Context: an optimization exercise on an open-source flow, tuned for small area and a short achievable clock period. The choices shown serve that exercise and are no tape-out recipe. Function was checked by simulation only, so behaviour that the tests miss may differ from the original.

==> run D: inputs <==
==> flow/design.v <==
module snake_engine (
  input  logic         clk,
  input  logic         rst,
  input  logic         start,
  input  logic         step,
  input  logic [1:0]   snake_dir,
  input  logic [6:0]   seed,
  output logic [299:0] field,
  output logic [6:0]   apple_pos,
  output logic         busy,
  output logic         game_over,
  output logic         won,
  output logic [7:0]   score
);
  logic        r_run, r_place, r_dead, r_win;
  logic [99:0] c0, c1, c2;                  
  logic [3:0]  hx, hy;                      
  logic [3:0]  tx, ty;                      
  logic [1:0]  r_dir;
  logic [3:0]  ax, ay;                      
  logic [15:0] r_lfsr;
  logic [6:0]  r_mod;                       
  logic [6:0]  r_score;                     
  function automatic logic [9:0] dec10(input logic [3:0] v);
    logic [9:0] o;
    for (int k = 0; k < 10; k++) o[k] = (v == 4'(k));
    dec10 = o;
  endfunction
  logic [9:0] hx1, hy1, tx1, ty1;
  assign hx1 = dec10(hx);
  assign hy1 = dec10(hy);
  assign tx1 = dec10(tx);
  assign ty1 = dec10(ty);
  logic [99:0] occ;
  logic [1:0] tcode;
  always_comb begin
    tcode = 2'd0;
    for (int i = 0; i < 100; i++)
      if (tx1[i % 10] && ty1[i / 10]) tcode = tcode | {c1[i], c0[i]};
  end
  logic [9:0] rowo, colo;
  always_comb begin
    rowo = 10'd0;
    colo = 10'd0;
    for (int i = 0; i < 100; i++) begin
      if (hy1[i / 10]) rowo[i % 10] = rowo[i % 10] | occ[i];
      if (hx1[i % 10]) colo[i / 10] = colo[i / 10] | occ[i];
    end
  end
  logic [3:0] nocc;
  always_comb begin
    nocc = 4'd0;
    for (int k = 0; k < 10; k++) begin
      if (k > 0 && hy1[k]) nocc[0] = nocc[0] | colo[k - 1];
      if (k < 9 && hx1[k]) nocc[1] = nocc[1] | rowo[k + 1];
      if (k < 9 && hy1[k]) nocc[2] = nocc[2] | colo[k + 1];
      if (k > 0 && hx1[k]) nocc[3] = nocc[3] | rowo[k - 1];
    end
  end
  logic [3:0] hxp, hxm, hyp, hym;
  assign hxp = hx + 4'd1;
  assign hxm = hx - 4'd1;
  assign hyp = hy + 4'd1;
  assign hym = hy - 4'd1;
  logic [3:0] oob, eat_d, tail_d, dead_d;
  assign oob    = {hx == 4'd0, hy == 4'd9, hx == 4'd9, hy == 4'd0};
  assign eat_d  = {ay == hy  && ax == hxm, ay == hyp && ax == hx,
                   ay == hy  && ax == hxp, ay == hym && ax == hx};
  assign tail_d = {ty == hy  && tx == hxm, ty == hyp && tx == hx,
                   ty == hy  && tx == hxp, ty == hym && tx == hx};
  assign dead_d = oob | (nocc & ~eat_d & ~tail_d);
  logic [1:0] w_dir;
  logic [3:0] dsel;
  logic       w_dead, w_eat, w_commit, w_grow, w_norm;
  logic [2:0] w_code;
  assign w_dir    = (snake_dir == (r_dir ^ 2'b10)) ? r_dir : snake_dir;
  assign dsel     = 4'b0001 << w_dir;
  assign w_dead   = |(dsel & dead_d);
  assign w_eat    = |(dsel & eat_d);
  assign w_commit = r_run && step && !start && !w_dead;
  assign w_grow   = w_commit && w_eat;
  assign w_norm   = w_commit && !w_eat;
  assign w_code   = {1'b0, w_dir} + 3'd1;
  logic [9:0] nx1, ny1;
  assign nx1 = dsel[1] ? {hx1[8:0], 1'b0} : dsel[3] ? {1'b0, hx1[9:1]} : hx1;
  assign ny1 = dsel[2] ? {hy1[8:0], 1'b0} : dsel[0] ? {1'b0, hy1[9:1]} : hy1;
  logic       p_free, p_full, p_last, p_on;
  assign p_free = ~|(rowo & hx1);
  assign p_full = (r_score == 7'd96);
  assign p_last = (hx == 4'd9) && (hy == 4'd9);
  assign p_on   = r_place && !start;
  logic [9:0] ux, uy, kx, ky, px1;
  assign ux  = (hx1 | nx1) & {10{w_commit}};
  assign uy  = hy1 | ny1;
  assign kx  = tx1 | {10{start}};                    
  assign ky  = (ty1 & {10{w_norm}}) | {10{start}};
  assign px1 = hy1 & {10{p_on}};
  function automatic logic [2:0] init_cell(input int i);
    logic [2:0] c;
    if ((i / 10) == 1 && (i % 10) >= 1 && (i % 10) <= 4) c = 3'd2;
    else if (i == 55)                                     c = 3'd5;
    else                                                  c = 3'd0;
    init_cell = c;
  endfunction
  logic [99:0] n0, n1, n2;
  for (genvar i = 0; i < 100; i++) begin : g_cell
    localparam int X = i % 10;
    localparam int Y = i / 10;
    snake_cell #(.INIT(init_cell(i))) u_cell (
      .ux(ux[X]), .uy(uy[Y]), .kx(kx[X]), .ky(ky[Y]), .px(hx1[X]), .py(px1[Y]),
      .start(start), .code(w_code),
      .c({c2[i], c1[i], c0[i]}), .nxt({n2[i], n1[i], n0[i]}), .occ(occ[i]));
    always_ff @(posedge clk or posedge rst) begin
      if (rst) begin
        c0[i] <= 1'b0;
        c1[i] <= 1'b0;
        c2[i] <= 1'b0;
      end else begin
        c0[i] <= n0[i];
        c1[i] <= n1[i];
        c2[i] <= n2[i];
      end
    end
    assign field[i*3 +: 3] = {c2[i], c1[i], c0[i]};
  end
  logic       fb;
  logic [8:0] mv, mv1;
  logic [6:0] mod_nxt, seed1;
  assign fb      = r_lfsr[15] ^ r_lfsr[13] ^ r_lfsr[12] ^ r_lfsr[10];
  assign mv      = {1'b0, r_mod, fb} + (r_lfsr[15] ? 9'd64 : 9'd0);
  assign mv1     = (mv >= 9'd200) ? mv - 9'd200 : mv;
  assign mod_nxt = (mv1 >= 9'd100) ? 7'(mv1 - 9'd100) : 7'(mv1);
  assign seed1   = (seed == 7'd0) ? 7'd1 : seed;
  logic [3:0] ntx, nty;
  always_comb begin
    ntx = tx;
    nty = ty;
    case (tcode)
      2'd1:    nty = ty - 4'd1;
      2'd2:    ntx = tx + 4'd1;
      2'd3:    nty = ty + 4'd1;
      default: ntx = tx - 4'd1;
    endcase
  end
  always_ff @(posedge clk or posedge rst) begin
    if (rst) begin
      r_run   <= 1'b0;
      r_place <= 1'b0;
      r_dead  <= 1'b0;
      r_win   <= 1'b0;
      r_lfsr  <= 16'd1;
      r_mod   <= 7'd1;
      ax      <= 4'd0;
      ay      <= 4'd0;
      r_score <= 7'd0;
    end else if (start) begin
      r_run   <= 1'b1;
      r_place <= 1'b0;
      r_dead  <= 1'b0;
      r_win   <= 1'b0;
      r_lfsr  <= {9'd0, seed1};
      r_mod   <= seed1;
      ax      <= 4'd5;
      ay      <= 4'd5;
      r_score <= 7'd0;
    end else begin
      r_lfsr <= {r_lfsr[14:0], fb};
      r_mod  <= mod_nxt;
      if (r_run && step) begin
        if (w_dead) begin
          r_run  <= 1'b0;
          r_dead <= 1'b1;
        end else if (w_eat) begin
          r_run   <= 1'b0;
          r_place <= 1'b1;
          r_score <= r_score + 7'd1;
        end
      end
      if (r_place) begin
        if (p_free) begin
          r_place <= 1'b0;
          r_run   <= 1'b1;
          ax      <= hx;
          ay      <= hy;
        end else if (p_full && p_last) begin
          r_place <= 1'b0;
          r_win   <= 1'b1;
        end
      end
    end
  end
  always_ff @(posedge clk) begin
    if (start) begin
      hx    <= 4'd4;
      hy    <= 4'd1;
      tx    <= 4'd1;
      ty    <= 4'd1;
      r_dir <= 2'd1;
    end else begin
      if (w_commit) r_dir <= w_dir;
      if (w_norm) begin
        hx <= dsel[1] ? hxp : dsel[3] ? hxm : hx;
        hy <= dsel[2] ? hyp : dsel[0] ? hym : hy;
        tx <= ntx;
        ty <= nty;
      end else if (w_grow) begin
        if (r_score == 7'd95) begin
          hx <= 4'd0;
          hy <= 4'd0;
        end else begin
          hx <= 4'(r_mod % 7'd10);
          hy <= 4'(r_mod / 7'd10);
        end
      end else if (r_place) begin
        if (p_free) begin
          hx <= ax;
          hy <= ay;
        end else if (hx == 4'd9) begin
          hx <= 4'd0;
          hy <= (hy == 4'd9) ? 4'd0 : hy + 4'd1;
        end else begin
          hx <= hx + 4'd1;
        end
      end
    end
  end
  assign apple_pos = 7'(ay * 7'd10) + 7'(ax);
  assign busy      = r_place;
  assign game_over = r_dead;
  assign won       = r_win;
  assign score     = {1'b0, r_score};
endmodule
module snake_cell #(
  parameter logic [2:0] INIT = 3'd0
) (
  input  logic       ux, uy,      
  input  logic       kx, ky,      
  input  logic       px, py,      
  input  logic       start,
  input  logic [2:0] code,
  input  logic [2:0] c,
  output logic [2:0] nxt,
  output logic       occ
);
  logic set_a, clr, set_p, keep;
  assign occ    = |c;
  assign set_a  = ux & uy;
  assign clr    = kx & ky;
  assign set_p  = px & py & ~occ;
  assign keep   = ~(set_a | clr | set_p);
  assign nxt[0] = (c[0] & keep) | (set_a & code[0]) | set_p | (start & INIT[0]);
  assign nxt[1] = (c[1] & keep) | (set_a & code[1])         | (start & INIT[1]);
  assign nxt[2] = (c[2] & keep) | (set_a & code[2]) | set_p | (start & INIT[2]);
endmodule
==> flow/flow/run.sh <==
#!/bin/bash
# The standard layout, with each port buffered by the smallest buffer cell.
set -euo pipefail
bash standard.sh "BUFFER_PORTS_ARGS=-buffer_cell sky130_fd_sc_hd__buf_1" finish > standard_flow.log 2>&1
==> flow/standard.sh <==
#!/bin/bash
# synth_recipe.tcl (not shown) runs the flow's synth.tcl, then flattens the netlist and writes it again
# the make line also repeats each setting of config.mk as NAME=value (left out here)
make -C /OpenROAD-flow-scripts/flow DESIGN_CONFIG=/design/flow/config.mk WORK_HOME=/design/flow/orfs CLKGATE_MAP_FILE= SYNTH_SCRIPT=/design/flow/synth_recipe.tcl "${@:-finish}"
==> flow/config.mk <==
export PLATFORM = sky130hd
export DESIGN_NAME = snake_engine
export DESIGN_NICKNAME = snake_engine
export VERILOG_FILES = /design/flow/design.v
export SDC_FILE = /design/flow/constraint.sdc
export NUM_CORES = 4
export LEC_CHECK = 0
export CAP_MARGIN = 30
export CELL_PAD_IN_SITES_DETAIL_PLACEMENT = 1
export CELL_PAD_IN_SITES_GLOBAL_PLACEMENT = 2
export CORE_MARGIN = 2
export CORE_UTILIZATION = 25
export CTS_BUF_LIST = sky130_fd_sc_hd__clkbuf_4 sky130_fd_sc_hd__clkbuf_8
export GPL_ROUTABILITY_DRIVEN = 1
export PLACE_DENSITY = 0.45
export SETUP_SLACK_MARGIN = 5
export SLEW_MARGIN = 30
==> flow/constraint.sdc <==
create_clock -name core_clock -period 10.5 [get_ports {clk}]
set_input_delay 2.1000 -clock core_clock [delete_from_list [all_inputs] [get_ports {clk}]]
set_output_delay 2.1000 -clock core_clock [all_outputs]
set_load 0.01 [all_outputs]
==> run P: changes against run D <==
==> flow/run.sh (new file) <==
#!/bin/bash
# synth_recipe.tcl (not shown) runs the flow's synth.tcl, then flattens the netlist and writes it again
# the make line also repeats each setting of config.mk as NAME=value (left out here)
make -C /OpenROAD-flow-scripts/flow DESIGN_CONFIG=/design/flow/config.mk WORK_HOME=/design/flow/orfs CLKGATE_MAP_FILE= SYNTH_SCRIPT=/design/flow/synth_recipe.tcl finish
--- a/flow/config.mk
+++ b/flow/config.mk
@@ -11,7 +11,5 @@
 export CORE_MARGIN = 2
 export CORE_UTILIZATION = 25
-export CTS_BUF_LIST = sky130_fd_sc_hd__clkbuf_4 sky130_fd_sc_hd__clkbuf_8
 export GPL_ROUTABILITY_DRIVEN = 1
 export PLACE_DENSITY = 0.45
-export SETUP_SLACK_MARGIN = 5
 export SLEW_MARGIN = 30
removed: flow/flow/run.sh
removed: flow/standard.sh
==> run H: changes against run D <==
==> flow/run.sh (new file) <==
#!/bin/bash
# synth_recipe.tcl (not shown) runs the flow's synth.tcl, then flattens the netlist and writes it again
# the make line also repeats each setting of config.mk as NAME=value (left out here)
make -C /OpenROAD-flow-scripts/flow DESIGN_CONFIG=/design/flow/config.mk WORK_HOME=/design/flow/orfs CLKGATE_MAP_FILE= SYNTH_SCRIPT=/design/flow/synth_recipe.tcl finish
--- a/flow/config.mk
+++ b/flow/config.mk
@@ -10,8 +10,6 @@
 export CELL_PAD_IN_SITES_GLOBAL_PLACEMENT = 2
 export CORE_MARGIN = 2
-export CORE_UTILIZATION = 25
-export CTS_BUF_LIST = sky130_fd_sc_hd__clkbuf_4 sky130_fd_sc_hd__clkbuf_8
+export CORE_UTILIZATION = 45
 export GPL_ROUTABILITY_DRIVEN = 1
-export PLACE_DENSITY = 0.45
-export SETUP_SLACK_MARGIN = 5
+export PLACE_DENSITY = 0.6
 export SLEW_MARGIN = 30
removed: flow/flow/run.sh
removed: flow/standard.sh
==> flow_summary.ini <==
[sta]
worst_pin_slew_ps = 1110

[min_path]
holdCritStartpoint = r_lfsr[7]

[floorplanning]
initial_core_util = 0.252
die_w_um = 307

[drt]
first_iter_violations = 2805

[layout]
multi_input_area_mm2 = 0.0131

[cts]
insertion_delay_ps = 640
numCtsBuffers = 49

[pwr]
seqPwrFrac = 0.265
switching_share = 0.464

[run_status]
status = timing/DRC/antenna clean

[worst_setup_path]
worst-path-buf-inv = 3
the above is filed under run P

==> flow_summary.ini <==
[layout]
n_fill_cell = 10647
multi_input_area_mm2 = 0.0132

[cts]
insertion_delay_ps = 760
numCtsBuffers = 80

[pwr]
seqPwrFrac = 0.259

[floorplanning]
initial_core_util = 0.252
die_w_um = 307

[drt]
wl_per_cell_um = 40.3
first_iter_violations = 2897

[sta]
worst_pin_slew_ps = 1140

[run_status]
status = timing/DRC/antenna clean

[worst_setup_path]
worst-path-buf-inv = 3
the above is filed under run D

==> flow_summary.ini <==
[pwr]
seqPwrFrac = 0.277
switching_share = 0.455

[cts]
insertion_delay_ps = 610
numCtsBuffers = 43

[floorplanning]
die_w_um = 230
initial_core_util = 0.457

[min_path]
holdCritStartpoint = r_lfsr[9]

[run_status]
status = timing/DRC/antenna clean
the above is filed under run H

==> static timing again, ports no longer ideal <==
The results above use ideal ports. As a check the final layouts listed here were re-extracted and re-timed, cells and wires unchanged. Step 1 sets driving cells, clkbuf_16 on the clock port and buf_2 on the other inputs (assumed; they add their load-dependent delay and slew). Step 2 also shifts input and output timing later by t, the mid clock arrival at the registers, as if the neighbouring blocks saw the same clock. Three values: no drivers, after step 1, after step 2; two values: the first two.
run | t, ns | setup WS [ns] | hold WS [ns] | worst setup path after step 2
run D | 0.797 | 5.099 / 5.099 / 4.418 | 0.462 / 0.462 / 0.462 | input to register
run P | 0.696 | 3.924 / 3.924 / 3.459 | 0.464 / 0.464 / 0.464 | input to register
run H | 0.665 | 4.006 / 4.053 / 3.388 | 0.464 / 0.464 / 0.464 | input to register
After both steps every run listed still meets setup and hold. For run D, which loses most, drivers alone change the setup slack by 0.000 ns; drivers and shift together by -0.681 ns.
